Source: an optimization exercise on an open RTL-to-GDS flow (aim: small area, a short achievable clock period and few clock cycles per item). Production flows keep margins and buffers that such runs may drop.
RTL that was checked went through simulation tests only; none was proved equivalent to the original.
Power is estimated from default activity; no workload was simulated.

Setup of oak:
==> flow/design.v <==
`default_nettype none
package alu_pkg;
	typedef enum logic [5:0] {
		ADD   = 6'h20,
		ADDI  = 6'h21,
		SUB   = 6'h22,
		NAND  = 6'h23,
		AND   = 6'h24,
		ANDI  = 6'h25,
		SRL   = 6'h26,
		SLL   = 6'h27,
		XOR   = 6'h28,
		NO_OP = 6'h3F
	} alu_op_e;
	typedef enum logic [1:0] {
		IDLE = 2'd0,
		RUN  = 2'd1,
		DONE = 2'd2
	} lane_state_e;
endpackage
`default_nettype wire
`default_nettype none
module alu_exec (
	input  logic                  clk,
	input  logic                  arst_n,
	input  logic                  in_valid,
	input  logic [5:0]            in_op,
	input  logic [32-1:0] in_a,
	input  logic [32-1:0] in_b,
	output logic                  out_valid,
	output logic [32-1:0] out_result,
	output logic                  flag_n,
	output logic                  flag_z,
	output logic                  flag_v
);
	localparam int W = 32;
	logic [3:0] f;
	logic       legal;
	logic       arith;
	logic       sub;
	logic       shift;
	logic       sll;
	logic       lxor;
	logic       land;
	logic [W-1:0] x_d;
	logic [W-1:0] y_d;
	assign f     = in_op[3:0];
	assign legal = in_valid & (in_op[5:4] == 2'b10) & (~f[3] | (f[2:0] == 3'b000));
	assign arith = ~f[3] & ~f[2] & ~(f[1] & f[0]);    
	assign sub   = f[1] & ~f[2] & ~f[0];              
	assign shift = f[2] & f[1];                       
	assign sll   = f[0];                              
	assign lxor  = f[3];                              
	assign land  = f[2] & ~f[1];                      
	logic [W-1:0] ab_x;
	logic [W-1:0] ab_a;
	logic [W-1:0] a_rev;
	logic [W-1:0] a_rev16;
	logic [W-1:0] a_16;
	assign ab_x = in_a ^ in_b;
	assign ab_a = in_a & in_b;
	always_comb begin
		for (int i = 0; i < W; i++)
			a_rev[i] = in_a[W-1-i];
	end
	assign a_16    = in_a >> 16;
	assign a_rev16 = a_rev >> 16;
	logic sel_x;      
	logic sel_xn;     
	logic sel_and;    
	logic sel_nand;   
	logic sel_r0;     
	logic sel_r16;    
	logic sel_l0;     
	logic sel_l16;    
	logic gen_add;    
	logic gen_sub;    
	assign sel_x    = (arith & ~sub) | lxor;
	assign sel_xn   = sub;
	assign sel_and  = land;
	assign sel_nand = ~arith & ~land & ~shift & ~lxor;
	assign sel_r0   = shift & ~sll & ~in_b[4];
	assign sel_r16  = shift & ~sll &  in_b[4];
	assign sel_l0   = shift &  sll & ~in_b[4];
	assign sel_l16  = shift &  sll &  in_b[4];
	assign gen_add  = legal & arith & ~sub;
	assign gen_sub  = legal & sub;
	logic [W-1:0] grp_add;
	logic [W-1:0] grp_sub;
	logic [W-1:0] g_add;
	logic [W-1:0] g_sub;
	assign g_add = ab_a;
	assign g_sub = {in_a[W-1:1] & ~in_b[W-1:1], in_a[0] | ~in_b[0]};
	always_comb begin
		for (int i = 0; i < W; i += 4) begin
			grp_add[i]   = g_add[i];
			grp_add[i+1] = g_add[i+1] | (ab_x[i+1] & g_add[i]);
			grp_add[i+2] = g_add[i+2];
			grp_add[i+3] = g_add[i+3] | (ab_x[i+3] & g_add[i+2])
			             | (ab_x[i+3] & ab_x[i+2] & grp_add[i+1]);
			grp_sub[i]   = g_sub[i];
			grp_sub[i+1] = g_sub[i+1] | (~ab_x[i+1] & g_sub[i]);
			grp_sub[i+2] = g_sub[i+2];
			grp_sub[i+3] = g_sub[i+3] | (~ab_x[i+3] & g_sub[i+2])
			             | (~ab_x[i+3] & ~ab_x[i+2] & grp_sub[i+1]);
		end
	end
	always_comb begin
		x_d = ({W{sel_x}}    &  ab_x)
		    | ({W{sel_xn}}   & ~ab_x)
		    | ({W{sel_and}}  &  ab_a)
		    | ({W{sel_nand}} & ~ab_a)
		    | ({W{sel_r0}}   &  in_a)
		    | ({W{sel_r16}}  &  a_16)
		    | ({W{sel_l0}}   &  a_rev)
		    | ({W{sel_l16}}  &  a_rev16);
		y_d = ({W{gen_add}} & grp_add)
		    | ({W{gen_sub}} & grp_sub);
		x_d[0] = (arith | lxor) ? ab_x[0] : x_d[0];
	end
	logic         s2_valid;
	logic         s2_arith;
	logic         s2_sel_x;    
	logic         s2_sel_r;    
	logic         s2_sel_l;    
	logic         s2_we;
	logic [W-1:0] s2_x;    
	logic [W-1:0] s2_y;    
	logic [3:0]   s2_s4;   
	logic [3:0]   s2_s1;   
	always_ff @(posedge clk or negedge arst_n) begin
		if (!arst_n)
			s2_valid <= 1'b0;
		else
			s2_valid <= legal;
	end
	always_ff @(posedge clk) begin
		s2_arith <= arith;
		s2_sel_x <= ~shift;
		s2_sel_r <= shift & ~sll;
		s2_sel_l <= shift & sll;
		s2_we    <= legal & ~shift;
		s2_x     <= x_d;
		s2_y     <= y_d;
		s2_s4    <= 4'b0001 << in_b[3:2];
		s2_s1    <= 4'b0001 << in_b[1:0];
	end
	logic [7:0] gq;
	logic [7:0] pq;
	logic [7:0] cq;    
	logic [7:0] gt [0:3];
	logic [7:0] pt [0:3];
	always_comb begin
		for (int q = 0; q < 8; q++) begin
			gq[q] = s2_y[4*q+3];
			pq[q] = &s2_x[4*q +: 4];
		end
		gt[0] = gq;
		pt[0] = pq;
		for (int l = 0; l < 3; l++) begin
			gt[l+1] = gt[l];
			pt[l+1] = pt[l];
			for (int q = 0; q < 8; q++) begin
				if (((q >> l) & 1) == 1) begin
					int j;
					j = ((q >> l) << l) - 1;
					gt[l+1][q] = gt[l][q] | (pt[l][q] & gt[l][j]);
					pt[l+1][q] = pt[l][q] & pt[l][j];
				end
			end
		end
		cq = {gt[3][6:0], 1'b0};
	end
	logic [W-1:0] k0;
	logic [W-1:0] k1;
	logic [W:0]   c;    
	always_comb begin
		for (int q = 0; q < 8; q++) begin
			for (int cin = 0; cin < 2; cin++) begin
				logic [3:0] k;
				k[0] = 1'(cin);
				k[1] = s2_y[4*q]   | (s2_x[4*q] & k[0]);
				k[2] = s2_y[4*q+1] | (s2_x[4*q+1] & s2_x[4*q] & k[0]);
				k[3] = s2_y[4*q+2] | (s2_x[4*q+2] & k[2]);
				if (cin == 0) k0[4*q +: 4] = k;
				else          k1[4*q +: 4] = k;
			end
		end
		for (int i = 0; i < W; i++)
			c[i] = cq[i/4] ? k1[i] : k0[i];
		c[W] = gq[7] | (pq[7] & cq[7]);
	end
	logic [W-1:0] sh4;
	logic [W-1:0] sh1;
	logic [W-1:0] m;
	logic [W-1:0] result;
	always_comb begin
		sh4 = '0;
		sh1 = '0;
		for (int k = 0; k < 4; k++)
			sh4 = sh4 | ({W{s2_s4[k]}} & (s2_x >> (4 * k)));
		for (int k = 0; k < 4; k++)
			sh1 = sh1 | ({W{s2_s1[k]}} & (sh4 >> k));
		for (int i = 0; i < W; i++)
			m[i] = (s2_sel_x & s2_x[i]) | (s2_sel_r & sh1[i]) | (s2_sel_l & sh1[W-1-i]);
	end
	always_comb begin
		for (int i = 0; i < W; i++)
			result[i] = cq[i/4] ? (m[i] ^ k1[i]) : (m[i] ^ k0[i]);
	end
	logic [W-1:0] t;
	logic         z_sum;
	assign t     = s2_x | s2_y;
	assign z_sum = ~s2_x[0] & (s2_x[1] == s2_y[0]) & &(~(s2_x[W-1:2] ^ t[W-2:1]));
	always_ff @(posedge clk or negedge arst_n) begin
		if (!arst_n) begin
			out_valid <= 1'b0;
			flag_n    <= 1'b0;
			flag_z    <= 1'b0;
			flag_v    <= 1'b0;
		end else begin
			out_valid <= s2_valid;
			flag_n <= (s2_we ? m[W-1] : flag_n) ^ c[W-1];
			if (s2_we)
				flag_z <= s2_arith ? z_sum : (s2_x == '0);
			flag_v <= (s2_we ? 1'b0 : flag_v) ^ c[W] ^ c[W-1];
		end
	end
	always_ff @(posedge clk) begin
		out_result <= result;
	end
endmodule
`default_nettype wire
clock: 5.5 ns
lec_check: 0
cap_margin: 20
core_margin: 2
core_utilization: 40
cts_buf_list: sky130_fd_sc_hd__clkbuf_8
cts_cluster_diameter: 100
cts_cluster_size: 30
setup_slack_margin: 3.4
slew_margin: 20
standard.sh (not shown) runs the stock make flow with config.mk's settings and CLKGATE_MAP_FILE= SYNTH_SCRIPT=/design/flow/synth_recipe.tcl, a recipe that flattens the netlist after the stock synthesis.
==> flow/flow/run.sh <==
#!/bin/bash
# Standard layout, with the port buffers made plain buffers rather than
# the delay cells buffer_ports picks by default.
export BUFFER_PORTS_ARGS="-buffer_cell sky130_fd_sc_hd__buf_2"
bash standard.sh > standard.log 2>&1
Looking at the reports, oak completed the entire flow and the layout it produced met the timing, design-rule and antenna checks.
Testbench counts of oak, summed over its fixed seeds: cycles 16,008, ops 15,552.
Changes in pine relative to oak:
-- flow/design.v --
<<< oak, line 120
	end
	logic         s2_valid;
	logic         s2_arith;
	logic         s2_sel_x;    
	logic         s2_sel_r;    
>>> pine, line 120
	end
	logic         s2_valid;
	logic         s2_sel_x;    
	logic         s2_sel_r;    
<<< oak, line 136
	end
	always_ff @(posedge clk) begin
		s2_arith <= arith;
		s2_sel_x <= ~shift;
		s2_sel_r <= shift & ~sll;
>>> pine, line 135
	end
	always_ff @(posedge clk) begin
		s2_sel_x <= ~shift;
		s2_sel_r <= shift & ~sll;
<<< oak, line 223
			flag_n <= (s2_we ? m[W-1] : flag_n) ^ c[W-1];
			if (s2_we)
				flag_z <= s2_arith ? z_sum : (s2_x == '0);
			flag_v <= (s2_we ? 1'b0 : flag_v) ^ c[W] ^ c[W-1];
		end
>>> pine, line 221
			flag_n <= (s2_we ? m[W-1] : flag_n) ^ c[W-1];
			if (s2_we)
				flag_z <= z_sum;
			flag_v <= (s2_we ? 1'b0 : flag_v) ^ c[W] ^ c[W-1];
		end
[summary]
pine: all stages complete, timing, DRC and antenna checks passed. pine -> oak: fraction of synthesized cell area in xor and xnor cells flat. Routed wire length | pine below oak. Diff oak -> pine: power dissipated by switching net loads went down 7.1%; power of the combinational group shows a reduction of about 6%. STATUS worst hold slack: pine loses against oak. Diff pine and oak: area added between synthesis and finish higher in oak. The cell type of the slowest stage on the worst timing path comes out sky130_fd_sc_hd__or4_4 in one run and sky130_fd_sc_hd__dfrtp_1 in the other, namely in pine and oak respectively.
No functional check of the RTL was part of pine.

port drivers added, routing unchanged:
No port has a modelled driver above. Below, the same layouts with a new extraction and two added sets of constraints.
Step 1, drivers: a clkbuf_16 drives clk and a buf_2 each remaining input, both assumed.
Step 2 times the ports against the registers' clock, not the clock port: input delays grow and output delays shrink by t, the midpoint of the rising clock arrivals with the driver on.
Three values: no drivers, after step 1, after step 2; two values: the first two.
| run | t, ns | setup WS [ns] | worst data-port slew with drivers (ns) | pins driven straight from the clock port |
|---|---|---|---|---|
| oak | 0.506 | 3.422 / 3.379 / 2.959 | 0.04 | 1 |
| pine | 0.502 | 3.309 / 3.273 / 2.771 | 0.11 | 1 |
After both steps every run listed still meets setup and hold. For pine, which loses most, drivers alone change the setup slack by -0.036 ns; drivers and shift together by -0.538 ns.
